Background: an optimization exercise with open tools, aiming at a short achievable clock period and few clock cycles. Do not read the settings as production practice. Where RTL was checked, it was by simulation tests only, not by an equivalence proof against the original. No activity file was given, so power comes from the tool's default toggle rates.

==> inputs of job 7564 <==
==> flow/design.v (excerpt) <==
module serial_cpu_top (
    input  wire        clk,
    input  wire        rst_n,
    input  wire        start,
    input  wire [7:0]  i_datain,
    input  wire [7:0]  d_datain,
    output wire [8:0]  i_addr,
    output wire [8:0]  d_addr,
    output wire        d_we,
    output wire [7:0]  d_dataout,
    output wire [1:0]  run_status
);
==> flow/config.mk <==
export PLATFORM = sky130hd
export DESIGN_NAME = serial_cpu_top
export DESIGN_NICKNAME = serial_cpu_top
export VERILOG_FILES = /design/flow/design.v
export SDC_FILE = /design/flow/constraint.sdc
export NUM_CORES = 4
export LEC_CHECK = 0
export CAP_MARGIN = 20
export CORE_MARGIN = 2
export CORE_UTILIZATION = 40
export SLEW_MARGIN = 20
==> flow/constraint.sdc <==
create_clock -name core_clock -period 6.0 [get_ports {clk}]
set_input_delay 1.2000 -clock core_clock [delete_from_list [all_inputs] [get_ports {clk}]]
set_output_delay 1.2000 -clock core_clock [all_outputs]
set_load 0.01 [all_outputs]
run.sh (not shown) runs the stock make flow with config.mk's settings and CLKGATE_MAP_FILE= SYNTH_SCRIPT=/design/flow/synth_recipe.tcl, a recipe that flattens the netlist after the stock synthesis.
==> job 3642 (differences from job 7564) <==
--- a/flow/design.v
+++ b/flow/design.v
@@ -25,16 +25,20 @@
     reg         drain;       
     reg  [7:0]  pc;
     reg  [7:0]  lo;          
     reg  [15:0] gr [0:7];
     reg         cf;
     reg         zv;          
     reg  [15:0] zres;        
     reg         ex_we;
+    reg  [7:0]  wbsel;       
+    reg  [7:0]  m1sel;       
+    reg  [7:0]  m2sel;       
+    reg  [15:0] res_q;
     reg         ex_zn;
     reg         ex_c;
     reg  [2:0]  rd;          
     reg  [15:0] opa;
     reg  [15:0] opb;
     reg         cin;
     reg  [3:0]  shamt;
     reg         s_add, s_and, s_or, s_xor, s_sll, s_srl, s_b;
@@ -44,32 +48,69 @@
     reg         we_q;
     wire f1 = fetching & ~ph;
     wire f2 = fetching &  ph;
     assign i_addr     = {pc, ph};
     assign d_addr     = {maddr, m2};
     assign d_we       = we_q;
     assign d_dataout  = dout;
     assign run_status = status;
+    function automatic [16:0] ks16(input [15:0] a, input [15:0] b, input ci);
+        reg [15:0] g, p, gn, pn;
+        reg [16:0] c;
+        integer j, d;
+        begin
+            g = a & b;
+            p = a ^ b;
+            for (d = 1; d < 16; d = d * 2) begin
+                gn = g; pn = p;
+                for (j = d; j < 16; j = j + 1) begin
+                    gn[j] = g[j] | (p[j] & g[j-d]);
+                    pn[j] = p[j] & p[j-d];
+                end
+                g = gn; p = pn;
+            end
+            c[0] = ci;
+            for (j = 0; j < 16; j = j + 1)
+                c[j+1] = g[j] | (p[j] & ci);
+            ks16 = {c[16], (a ^ b) ^ c[15:0]};
+        end
+    endfunction
+    function automatic [7:0] ks8(input [7:0] a, input [7:0] b);
+        reg [7:0] g, p, gn, pn;
+        reg [7:0] c;
+        integer j, d;
+        begin
+            g = a & b;
+            p = a ^ b;
+            for (d = 1; d < 8; d = d * 2) begin
+                gn = g; pn = p;
+                for (j = d; j < 8; j = j + 1) begin
+                    gn[j] = g[j] | (p[j] & g[j-d]);
+                    pn[j] = p[j] & p[j-d];
+                end
+                g = gn; p = pn;
+            end
+            c = {g[6:0], 1'b0};
+            ks8 = (a ^ b) ^ c;
+        end
+    endfunction
     wire [4:0] op  = i_datain[7:3];
     wire [2:0] r1  = i_datain[2:0];
     wire [2:0] r2  = lo[6:4];
     wire [2:0] r3  = lo[2:0];
-    wire m2ld = m2 & ~mst;
     wire [15:0] gv [0:7];
+    wire [7:0]  tsum [0:7];
+    wire [7:0]  tfwd = ks8(res_q[7:0], lo);
     genvar gi;
     generate
         for (gi = 0; gi < 8; gi = gi + 1) begin : g_view
-            assign gv[gi] = {(m2ld && rd == gi) ? d_datain : gr[gi][15:8], gr[gi][7:0]};
-        end
-    endgenerate
-    wire [7:0] tsum [0:7];
-    generate
-        for (gi = 0; gi < 8; gi = gi + 1) begin : g_tgt
-            assign tsum[gi] = gr[gi][7:0] + lo;
+            assign gv[gi] = wbsel[gi] ? res_q :
+                            m2sel[gi] ? {d_datain, gr[gi][7:0]} : gr[gi];
+            assign tsum[gi] = wbsel[gi] ? tfwd : ks8(gr[gi][7:0], lo);
         end
     endgenerate
     wire zf = zv & (zres == 16'd0);
     wire nf = zres[15];
     reg taken;
     always @(*) begin
         case (op)
             JUMP, JMPR: taken = 1'b1;
@@ -77,36 +118,52 @@
             BNZ:        taken = ~zf;
             BN:         taken = nf;
             BNN:        taken = ~nf;
             BC:         taken = cf;
             BNC:        taken = ~cf;
             default:    taken = 1'b0;
         endcase
     end
-    wire [7:0] target = (op == JUMP) ? lo : tsum[r1];
+    wire [7:0] r1oh;
+    generate
+        for (gi = 0; gi < 8; gi = gi + 1) begin : g_r1oh
+            assign r1oh[gi] = (r1 == gi);
+        end
+    endgenerate
+    reg [7:0]  tsel;
+    reg [15:0] ra1;
+    integer k;
+    always @(*) begin
+        tsel = 8'd0;
+        ra1  = 16'd0;
+        for (k = 0; k < 8; k = k + 1) begin
+            tsel = tsel | ({8{r1oh[k]}} & tsum[k]);
+            ra1  = ra1  | ({16{r1oh[k]}} & gv[k]);
+        end
+    end
+    wire [7:0] target = (op == JUMP) ? lo : tsel;
     wire [7:0] pc_inc = pc + 8'd1;
-    wire [15:0] ra1 = gv[r1];
     wire [15:0] ra2 = gv[r2];
     wire [15:0] rb3 = gv[r3];
     wire use_r1  = (op == LDIH) || (op == ADDI) || (op == SUBI);
     wire is_sub  = (op == SUB) || (op == SUBI) || (op == CMP);
     wire b_reg   = (op == ADD) || (op == SUB) || (op == CMP) ||
                    (op == AND) || (op == OR)  || (op == XOR);
     wire is_mem  = (op == LOAD) || (op == STORE);
     reg [15:0] b_sel;
     always @(*) begin
         if (b_reg)
             b_sel = rb3;
         else if (op == LDIH)
             b_sel = {lo, 8'd0};
         else
             b_sel = {8'd0, lo};
     end
-    wire [16:0] sum = {1'b0, opa} + {1'b0, opb} + {16'd0, cin};
+    wire [16:0] sum = ks16(opa, opb, cin);
     wire [15:0] res = ({16{s_add}} & sum[15:0]) |
                       ({16{s_and}} & (opa & opb)) |
                       ({16{s_or}}  & (opa | opb)) |
                       ({16{s_xor}} & (opa ^ opb)) |
                       ({16{s_sll}} & (opa << shamt)) |
                       ({16{s_srl}} & (opa >> shamt)) |
                       ({16{s_b}}   & opb);
     wire c_new = s_add & (sum[16] ^ cin);
@@ -143,21 +200,23 @@
                 status   <= RUNNING;
                 fetching <= 1'b1;
                 ph       <= 1'b0;
                 pc       <= 8'd0;
             end
         end
     end
     always @(posedge clk)
-        if (f1)
-            lo <= i_datain;
+        lo <= i_datain;
     always @(posedge clk or negedge rst_n) begin
         if (!rst_n) begin
             ex_we <= 1'b0;
+            wbsel <= 8'd0;
+            m1sel <= 8'd0;
+            m2sel <= 8'd0;
             ex_zn <= 1'b0;
             ex_c  <= 1'b0;
             m1    <= 1'b0;
             m2    <= 1'b0;
             mst   <= 1'b0;
             we_q  <= 1'b0;
             rd    <= 3'd0;
         end else begin
@@ -167,43 +226,45 @@
             ex_zn <= f2 && ((op == LDIH) || (op == ADD) || (op == ADDI) || (op == SUB) ||
                             (op == SUBI) || (op == CMP) || (op == AND) || (op == OR) ||
                             (op == XOR) || (op == SLL) || (op == SRL));
             ex_c  <= f2 && ((op == LDIH) || (op == ADD) || (op == ADDI) || (op == SUB) ||
                             (op == SUBI) || (op == CMP) || (op == AND) || (op == OR) ||
                             (op == XOR));
             m1    <= f2 && is_mem;
             m2    <= m1;
+            wbsel <= {8{ex_we}} & (8'd1 << rd);
+            m1sel <= {8{f2 && (op == LOAD)}} & (8'd1 << r1);
+            m2sel <= m1sel;
             we_q  <= (f2 && (op == STORE)) || (m1 && mst);
             if (f2) begin
                 mst <= (op == STORE);
                 rd  <= r1;
             end
         end
     end
     always @(posedge clk) begin
-        if (f2) begin
-            opa   <= use_r1 ? ra1 : ra2;
-            opb   <= is_sub ? ~b_sel : b_sel;
-            cin   <= is_sub;
-            shamt <= lo[3:0];
-            s_add <= (op == LDIH) || (op == ADD) || (op == ADDI) || (op == SUB) ||
-                     (op == SUBI) || (op == CMP);
-            s_and <= (op == AND);
-            s_or  <= (op == OR);
-            s_xor <= (op == XOR);
-            s_sll <= (op == SLL);
-            s_srl <= (op == SRL);
-            s_b   <= (op == SET);
-            maddr <= gr[r2][7:0] + {4'd0, lo[3:0]};
-            dout  <= gr[r1][7:0];
-        end else if (m1) begin
-            dout  <= gr[rd][15:8];
-        end
-    end
+        opa   <= use_r1 ? ra1 : ra2;
+        opb   <= is_sub ? ~b_sel : b_sel;
+        cin   <= is_sub;
+        shamt <= lo[3:0];
+        s_add <= (op == LDIH) || (op == ADD) || (op == ADDI) || (op == SUB) ||
+                 (op == SUBI) || (op == CMP);
+        s_and <= (op == AND);
+        s_or  <= (op == OR);
+        s_xor <= (op == XOR);
+        s_sll <= (op == SLL);
+        s_srl <= (op == SRL);
+        s_b   <= (op == SET);
+        dout  <= f2 ? ra1[7:0] : gr[rd][15:8];
+        if (f2)
+            maddr <= ks8(gv[r2][7:0], {4'd0, lo[3:0]});
+    end
+    always @(posedge clk)
+        res_q <= res;
     always @(posedge clk or negedge rst_n) begin
         if (!rst_n) begin
             cf   <= 1'b0;
             zv   <= 1'b0;
             zres <= 16'd0;
         end else begin
             if (ex_zn) begin
                 zv   <= 1'b1;
@@ -215,21 +276,21 @@
     end
     integer i;
     always @(posedge clk or negedge rst_n) begin
         if (!rst_n) begin
             for (i = 0; i < 8; i = i + 1)
                 gr[i] <= 16'd0;
         end else begin
             for (i = 0; i < 8; i = i + 1) begin
-                if (ex_we && rd == i)
-                    gr[i] <= res;
+                if (wbsel[i])
+                    gr[i] <= res_q;
                 else begin
-                    if (m1 && !mst && rd == i)
+                    if (m1sel[i])
                         gr[i][7:0] <= d_datain;
-                    if (m2ld && rd == i)
+                    if (m2sel[i])
                         gr[i][15:8] <= d_datain;
                 end
             end
         end
     end
 endmodule
 `default_nettype wire
==> flow/flow/run.sh (new file) <==
#!/bin/bash
# The standard layout, with faster cells for the port buffers.
set -euo pipefail
export BUFFER_PORTS_ARGS="-buffer_cell sky130_fd_sc_hd__buf_4"
bash standard.sh > standard.log 2>&1
==> flow/standard.sh (new file) <==
#!/bin/bash
# synth_recipe.tcl (not shown) runs the flow's synth.tcl, then flattens the netlist and writes it again
# the make line also repeats each setting of config.mk as NAME=value (left out here)
make -C /OpenROAD-flow-scripts/flow DESIGN_CONFIG=/design/flow/config.mk WORK_HOME=/design/flow/orfs CLKGATE_MAP_FILE= SYNTH_SCRIPT=/design/flow/synth_recipe.tcl "${@:-finish}"
Settings changed: ABC_CLOCK_PERIOD_IN_PS set to 2200, CORE_UTILIZATION 40 to 25, CTS_BUF_LIST set to sky130_fd_sc_hd__clkbuf_16, SETUP_SLACK_MARGIN set to 3.8.
removed: flow/run.sh
==> comparison <==
Job 3642 completed without violations. Job 7564 went through all stages and came out clean. In job 3642 the routed wire length is higher than in job 7564, by about 56%. Of job 3642 and job 7564, job 7564 has the higher utilization (gap 8.3 points). Of job 7564 and job 3642, job 7564 has the higher worst hold slack (gap 80 ps). Against job 3642, the clock skew of job 7564 is lower by 11 ps. Against job 7564, the power of job 3642 is larger by about 10%. Against job 3642, the register-to-register slack of job 7564 is worse by 1100 ps. Against job 3642, the sequential share of layout area of job 7564 is higher by 11 points. Against job 3642, the first-iteration DRC count of job 7564 is smaller by 38%. Of job 3642 and job 7564, job 3642 has the higher non-clock buffer count (gap 297). Via count: job 3642 is larger than job 7564 (about 50%).
==> figures <==
Outcome: job 7564 complete, no violations; job 3642 complete, no violations
Clk_skew: job 7564 12.7 ps; job 3642 23.9 ps
R2R setup slack: job 7564 1960 ps; job 3642 3020 ps
Part of the total power dissipated in combinational logic: job 7564 57.4%; job 3642 58.1%
Post-DP HPWL: job 7564 50000 um; job 3642 65800 um
Minimum clock period: job 7564 4460 ps; job 3642 2980 ps
Height of the die: job 7564 213 um; job 3642 298 um
Fmax: job 7564 224 MHz; job 3642 335 MHz
Met3 routing resource usage after global routing: job 7564 6.33%; job 3642 6.06%
Net count of the mapped netlist: job 7564 1955; job 3642 2701
Seq group: job 7564 3.52 mW; job 3642 3.57 mW
Met2 Use GR: job 7564 45.2%; job 3642 34.7%
Actual transition at the worst max-transition pin: job 7564 1070 ps; job 3642 955 ps
Post-synthesis instance area: job 7564 0.0175 mm2; job 3642 0.0215 mm2
Worst vdd rail ir drop: job 7564 0.310 mV; job 3642 0.212 mV
Portion of the layout cell area used by clock cells: job 7564 4.82%; job 3642 3.57%
Standard-cell row count: job 7564 76; job 3642 107
Fraction of final layout cells sized beyond drive strength 1: job 7564 10.5%; job 3642 38.2%
Sinks on the clock net: job 7564 237; job 3642 277
Mean Syn Cell Area: job 7564 9.28 um2; job 3642 8.38 um2
Number of signal-net buffers in the layout: job 7564 83; job 3642 380
Library cell contributing the largest single delay on the critical path: job 7564 a2111oi_0; job 3642 dfrtp_2
Testbench counts of job 7564, summed over its fixed seeds: cycles 102,654.
For job 3642, only the layout was checked, not whether the RTL still works.

## static timing again, ports no longer ideal
The results above use ideal ports. As a check the final layouts listed here were re-extracted and re-timed, cells and wires unchanged.
Step 1 (the two cells are an assumption about what drives the block):
set clk [get_ports {clk}]
set_driving_cell -lib_cell sky130_fd_sc_hd__clkbuf_16 $clk
set_driving_cell -lib_cell sky130_fd_sc_hd__buf_2 [delete_from_list [all_inputs] $clk]
Step 2, shift: input delay + t, output delay - t, t = (earliest + latest rising clock arrival at the registers) / 2. This alone moves slack from input paths to output paths.
a / b / c = ideal ports / drivers / drivers and shift; a / b = the first two.
run	shift t [ns]	setup WS [ns]	hold WS [ns]	latest minus earliest clock arrival (ns)	worst data-port slew with drivers (ns)
job 7564	0.631	1.539 / 1.576 / 0.945	0.465 / 0.465 / 0.465	0.014 / 0.013	0.05
job 3642	0.608	3.016 / 3.016 / 2.603	0.384 / 0.384 / 0.384	0.025 / 0.026	0.24
After both steps setup and hold are still met in every run listed. The setup slack of job 7564, which loses most, moves by +0.037 ns with the drivers and by -0.594 ns with both steps.
